What follows belongs to an exercise in optimizing a design on an open flow for small area and a short achievable clock period; a production flow would make more cautious choices. In this exercise RTL edits were held to simulation tests only and were not proved equivalent to the original. No driver is modelled on the clock port, so clocking that relies on it looks cheaper here than on a real chip. Power figures rest on the tool's default switching activity, not on a simulated workload.

## quartz
==> flow/design.v (excerpt) <==
module l1_merge_write_buffer
#(
    parameter  int DATA_W    = 32,
    parameter  int ADDR_W    = 32,
    parameter  int DEPTH     = 8,
    parameter  int WORDS     = 4,
    parameter  int DRAIN_THR = DEPTH / 2,
    parameter  int AGE_MAX   = 64,
    localparam int BE_W      = DATA_W / 8,
    localparam int OFF_W     = $clog2(WORDS * BE_W),
    localparam int TAG_W     = ADDR_W - OFF_W,
    localparam int CNT_W     = $clog2(DEPTH) + 1
) (
    input  logic                    clk_l1,
    input  logic                    rst_n,
    input  logic                    st_valid_i,
    output logic                    st_ready_o,
    input  logic [ADDR_W-1:0]       st_addr_i,
    input  logic [DATA_W-1:0]       st_data_i,
    input  logic [BE_W-1:0]         st_be_i,
    input  logic [ADDR_W-1:0]       ld_addr_i,
    output logic [DATA_W-1:0]       ld_fwd_data_o,
    output logic [BE_W-1:0]         ld_fwd_be_o,
    output logic                    ld_fwd_full_o,
    output logic                    dr_valid_o,
    input  logic                    dr_ready_i,
    output logic [TAG_W-1:0]        dr_tag_o,
    output logic [WORDS*DATA_W-1:0] dr_data_o,
    output logic [WORDS*BE_W-1:0]   dr_be_o,
    input  logic                    flush_i,
    output logic                    flush_done_o,
    output logic                    full_o,
    output logic                    empty_o,
    output logic [CNT_W-1:0]        count_o
);
    localparam int WSEL_W = l1wb_pkg::clog2_min1(WORDS);
    localparam int BSEL_W = $clog2(BE_W);
    localparam int AGE_W  = l1wb_pkg::clog2_min1(AGE_MAX + 1);
  ...
Settings: LEC_CHECK=0, CAP_MARGIN=20, CORE_MARGIN=2, CORE_UTILIZATION=50, PLACE_DENSITY=0.75, SETUP_SLACK_MARGIN=4.3, SLEW_MARGIN=20, SYNTH_HIERARCHICAL=1; clock period 10.0 ns.
standard.sh (not shown) runs the stock make flow with config.mk's settings and CLKGATE_MAP_FILE= SYNTH_SCRIPT=/design/flow/synth_recipe.tcl, a recipe that flattens the netlist after the stock synthesis.
==> flow/flow/run.sh <==
#!/bin/bash
# The standard layout with three changes: the port buffers are buf_2 cells instead of the
# default pick, clock tree synthesis inserts no dummy loads, and after clock tree synthesis
# more setup repair runs that may change cell footprints (flow/post_cts.tcl).
set -euo pipefail
cd "$(dirname "$0")/.."
export BUFFER_PORTS_ARGS="-buffer_cell sky130_fd_sc_hd__buf_2"
export CTS_ARGS="-sink_clustering_enable -repair_clock_nets -sink_clustering_size 28 -sink_clustering_max_diameter 80 -buf_list sky130_fd_sc_hd__clkbuf_16 -dont_use_dummy_load"
export POST_CTS_TCL="$(pwd)/flow/post_cts.tcl"
bash standard.sh finish > orfs_flow.log 2>&1
==> flow/flow/post_cts.tcl <==
# Extra setup repair after clock tree synthesis, free to change cell footprints. The load
# address inputs and drain outputs are first repaired against tighter I/O delays, then the
# constraint's own delays are restored and the whole design is repaired again.
set_input_delay 2.4 -clock core_clock [get_ports {ld_addr_i[*]}]
set_output_delay 2.3 -clock core_clock [get_ports {dr_data_o[*] dr_be_o[*] dr_tag_o[*]}]
log_cmd repair_timing -setup -setup_margin 4.6 -repair_tns 100 -verbose
set_input_delay 2.0 -clock core_clock [get_ports {ld_addr_i[*]}]
set_output_delay 2.0 -clock core_clock [get_ports {dr_data_o[*] dr_be_o[*] dr_tag_o[*]}]
log_cmd repair_timing -setup -setup_margin 4.6 -repair_tns 100 -verbose
log_cmd detailed_placement
check_placement -verbose
Input changes introduced in willow (baseline for comparison: quartz):
-- flow/flow/run.sh --
<<< quartz, line 7
export BUFFER_PORTS_ARGS="-buffer_cell sky130_fd_sc_hd__buf_2"
export CTS_ARGS="-sink_clustering_enable -repair_clock_nets -sink_clustering_size 28 -sink_clustering_max_diameter 80 -buf_list sky130_fd_sc_hd__clkbuf_16 -dont_use_dummy_load"
export POST_CTS_TCL="$(pwd)/flow/post_cts.tcl"
>>> willow, line 7
export BUFFER_PORTS_ARGS="-buffer_cell sky130_fd_sc_hd__buf_2"
export CTS_ARGS="-sink_clustering_enable -repair_clock_nets -sink_clustering_size 20 -sink_clustering_max_diameter 80 -buf_list sky130_fd_sc_hd__clkbuf_16 -dont_use_dummy_load"
export POST_CTS_TCL="$(pwd)/flow/post_cts.tcl"
### Flow results
- Any difference in fill cell instance count of the final layout between quartz and willow is small enough to ignore.
- Relative contribution of the clock network to total power: willow > quartz
- Against quartz, willow reports a area added between synthesis and finish that is higher.
- Compared with quartz, willow shows worst-case setup margin in the final layout higher by 14 ps.
- quartz → willow: number of top-level design ports stayed essentially flat, met1 global-route usage rose by 0.45 points.
diff inputs: willow => yarrow
==> flow/flow/run.sh <==
#!/bin/bash
# The standard layout with three changes: the port buffers are buf_1 cells instead of the
# default pick, clock tree synthesis inserts no dummy loads, and after clock tree synthesis
# more setup repair runs that may change cell footprints (flow/post_cts.tcl).
set -euo pipefail
cd "$(dirname "$0")/.."
export BUFFER_PORTS_ARGS="-buffer_cell sky130_fd_sc_hd__buf_1"
export CTS_ARGS="-sink_clustering_enable -repair_clock_nets -sink_clustering_size 20 -sink_clustering_max_diameter 80 -buf_list sky130_fd_sc_hd__clkbuf_16 -dont_use_dummy_load"
export POST_CTS_TCL="$(pwd)/flow/post_cts.tcl"
bash standard.sh finish > orfs_flow.log 2>&1
yarrow has completed all stages; timing, DRC and antenna checks passed. In the reports for yarrow and willow, the smaller number of vias after detailed routing belongs to yarrow. [diff] worst slack after detailed placement, yarrow relative to willow: regression. Going from willow to yarrow, the number of iterations in the first detailed-routing pass was found to have gone down by 2.

---

== alpha ==
Starting RTL as in the previous note.
Design l1_merge_write_buffer, start of the top module:
module l1_merge_write_buffer
#(
    parameter  int DATA_W    = 32,
    parameter  int ADDR_W    = 32,
    parameter  int DEPTH     = 8,
    parameter  int WORDS     = 4,
    parameter  int DRAIN_THR = DEPTH / 2,
    parameter  int AGE_MAX   = 64,
    localparam int BE_W      = DATA_W / 8,
    localparam int OFF_W     = $clog2(WORDS * BE_W),
    localparam int TAG_W     = ADDR_W - OFF_W,
    localparam int CNT_W     = $clog2(DEPTH) + 1
) (
    input  logic                    clk_l1,
    input  logic                    rst_n,
    input  logic                    st_valid_i,
    output logic                    st_ready_o,
    input  logic [ADDR_W-1:0]       st_addr_i,
    input  logic [DATA_W-1:0]       st_data_i,
    input  logic [BE_W-1:0]         st_be_i,
    input  logic [ADDR_W-1:0]       ld_addr_i,
    output logic [DATA_W-1:0]       ld_fwd_data_o,
    output logic [BE_W-1:0]         ld_fwd_be_o,
    output logic                    ld_fwd_full_o,
    output logic                    dr_valid_o,
    input  logic                    dr_ready_i,
    output logic [TAG_W-1:0]        dr_tag_o,
    output logic [WORDS*DATA_W-1:0] dr_data_o,
    output logic [WORDS*BE_W-1:0]   dr_be_o,
    input  logic                    flush_i,
    output logic                    flush_done_o,
    output logic                    full_o,
    output logic                    empty_o,
    output logic [CNT_W-1:0]        count_o
);
export LEC_CHECK = 0
export CAP_MARGIN = 20
export CORE_MARGIN = 2
export CORE_UTILIZATION = 50
export PLACE_DENSITY = 0.75
export SETUP_SLACK_MARGIN = 4.3
export SLEW_MARGIN = 20
export SYNTH_HIERARCHICAL = 1
create_clock -name core_clock -period 10.0 [get_ports {clk_l1}]
==> flow/flow/run.sh <==
#!/bin/bash
# The standard layout with three changes: the port buffers are buf_2 cells instead of the
# default pick, clock tree synthesis inserts no dummy loads, and after clock tree synthesis
# one more setup repair runs that may change cell footprints (flow/post_cts.tcl).
set -euo pipefail
cd "$(dirname "$0")/.."
export BUFFER_PORTS_ARGS="-buffer_cell sky130_fd_sc_hd__buf_2"
export CTS_ARGS="-sink_clustering_enable -repair_clock_nets -sink_clustering_size 20 -sink_clustering_max_diameter 80 -buf_list sky130_fd_sc_hd__clkbuf_16 -dont_use_dummy_load"
export POST_CTS_TCL="$(pwd)/flow/post_cts.tcl"
bash standard.sh finish > orfs_flow.log 2>&1
==> flow/flow/post_cts.tcl <==
# Extra setup repair after clock tree synthesis, free to change cell footprints.
log_cmd repair_timing -setup -setup_margin 4.6 -repair_tns 100 -verbose
log_cmd detailed_placement
check_placement -verbose
alpha finished all stages; the layout is clean.
#### Input delta (beta over alpha)
==> flow/flow/run.sh <==
#!/bin/bash
# The standard layout with three changes: the port buffers are buf_2 cells instead of the
# default pick, clock tree synthesis uses clkbuf_8 leaf buffers and no dummy loads, and after
# clock tree synthesis
# more setup repair runs that may change cell footprints (flow/post_cts.tcl).
set -euo pipefail
cd "$(dirname "$0")/.."
export BUFFER_PORTS_ARGS="-buffer_cell sky130_fd_sc_hd__buf_2"
export CTS_ARGS="-sink_clustering_enable -repair_clock_nets -sink_clustering_size 15 -sink_clustering_max_diameter 60 -buf_list sky130_fd_sc_hd__clkbuf_16 -sink_clustering_buffer sky130_fd_sc_hd__clkbuf_8 -dont_use_dummy_load"
export POST_CTS_TCL="$(pwd)/flow/post_cts.tcl"
bash standard.sh finish > orfs_flow.log 2>&1
==> flow/flow/post_cts.tcl <==
# Extra setup repair after clock tree synthesis, free to change cell footprints. The load
# address inputs and drain outputs are first repaired against tighter I/O delays, then the
# constraint's own delays are restored and the whole design is repaired again.
set_input_delay 2.4 -clock core_clock [get_ports {ld_addr_i[*]}]
set_output_delay 2.3 -clock core_clock [get_ports {dr_data_o[*] dr_be_o[*] dr_tag_o[*]}]
log_cmd repair_timing -setup -setup_margin 4.6 -repair_tns 100 -verbose
set_input_delay 2.0 -clock core_clock [get_ports {ld_addr_i[*]}]
set_output_delay 2.0 -clock core_clock [get_ports {dr_data_o[*] dr_be_o[*] dr_tag_o[*]}]
log_cmd repair_timing -setup -setup_margin 4.6 -repair_tns 100 -verbose
log_cmd detailed_placement
check_placement -verbose
Portion of total power attributed to the clock network (higher): alpha. Comparing beta against alpha, there is no change at all in largest net degree at the start of global routing. NOTE global-route wire length before repair alpha->beta increased slightly. Compared with alpha, power in combinational cells in beta increased slightly. beta vs. alpha: mean instance size in the synthesized netlist shows no meaningful change, share of power burned in combinational logic shows no meaningful change, non-clock buffer count shows an increase of 15. beta vs. alpha: critical path data arrival time dropped 2.67 ns, minimum setup slack in the final design now larger.
> inputs changed (beta -> gamma)
==> flow/flow/run.sh <==
#!/bin/bash
# The standard layout with two changes: the port buffers are buf_2 cells instead of the
# default pick, and clock tree synthesis inserts no dummy loads.
set -euo pipefail
cd "$(dirname "$0")/.."
export BUFFER_PORTS_ARGS="-buffer_cell sky130_fd_sc_hd__buf_2"
export CTS_ARGS="-sink_clustering_enable -repair_clock_nets -sink_clustering_size 20 -sink_clustering_max_diameter 80 -buf_list sky130_fd_sc_hd__clkbuf_16 -dont_use_dummy_load"
bash standard.sh finish > orfs_flow.log 2>&1
removed: flow/flow/post_cts.tcl
Results
Summary of the comparison: global routing usage on met3 is lower in gamma, relative to beta. The critical-path maximum fanout of gamma falls short of that of beta by 6. As far as placer's final routability congestion estimate goes, beta and gamma are indistinguishable; the numbers are identical. Sequential share of layout area | gamma above beta. According to the power report, total power for gamma is higher than for beta. Delta (gamma minus beta): met2 routing resource usage after global routing shows a reduction of 0.17 points; fmax shows a reduction of 4.8%. In gamma relative to beta, initial antenna violation count had gone down by a few percent.

what the ideal ports hide:
The results above use ideal ports. As a check the final layouts listed here were re-extracted and re-timed, cells and wires unchanged. Step 1 sets driving cells, clkbuf_16 on the clock port and buf_2 on the other inputs (assumed; they add their load-dependent delay and slew). Step 2 also shifts input and output timing later by t, the mid clock arrival at the registers, as if the neighbouring blocks saw the same clock. a / b / c = no drivers / after step 1 / after step 2; a / b = the first two.
run | t, ns | setup WS [ns] | hold slack, ns | slew at the worst register clock pin (ns)
quartz | 0.793 | 4.449 / 4.406 / 3.674 | 0.516 / 0.516 / 0.516 | 0.11 / 0.11
willow | 0.810 | 4.463 / 4.418 / 3.663 | 0.516 / 0.516 / 0.516 | 0.10 / 0.10
yarrow | 0.780 | 4.445 / 4.402 / 3.765 | 0.514 / 0.514 / 0.514 | 0.09 / 0.09
alpha | 0.811 | 4.352 / 4.335 / 3.555 | 0.518 / 0.518 / 0.518 | 0.10 / 0.10
beta | 0.832 | 4.464 / 4.418 / 3.651 | 0.518 / 0.518 / 0.518 | 0.10 / 0.10
gamma | 0.793 | 4.186 / 4.180 / 3.387 | 0.517 / 0.517 / 0.517 | 0.10 / 0.10
After both steps setup and hold are still met in every run listed. The setup slack of beta, which loses most, moves by -0.046 ns with the drivers and by -0.813 ns with both steps.
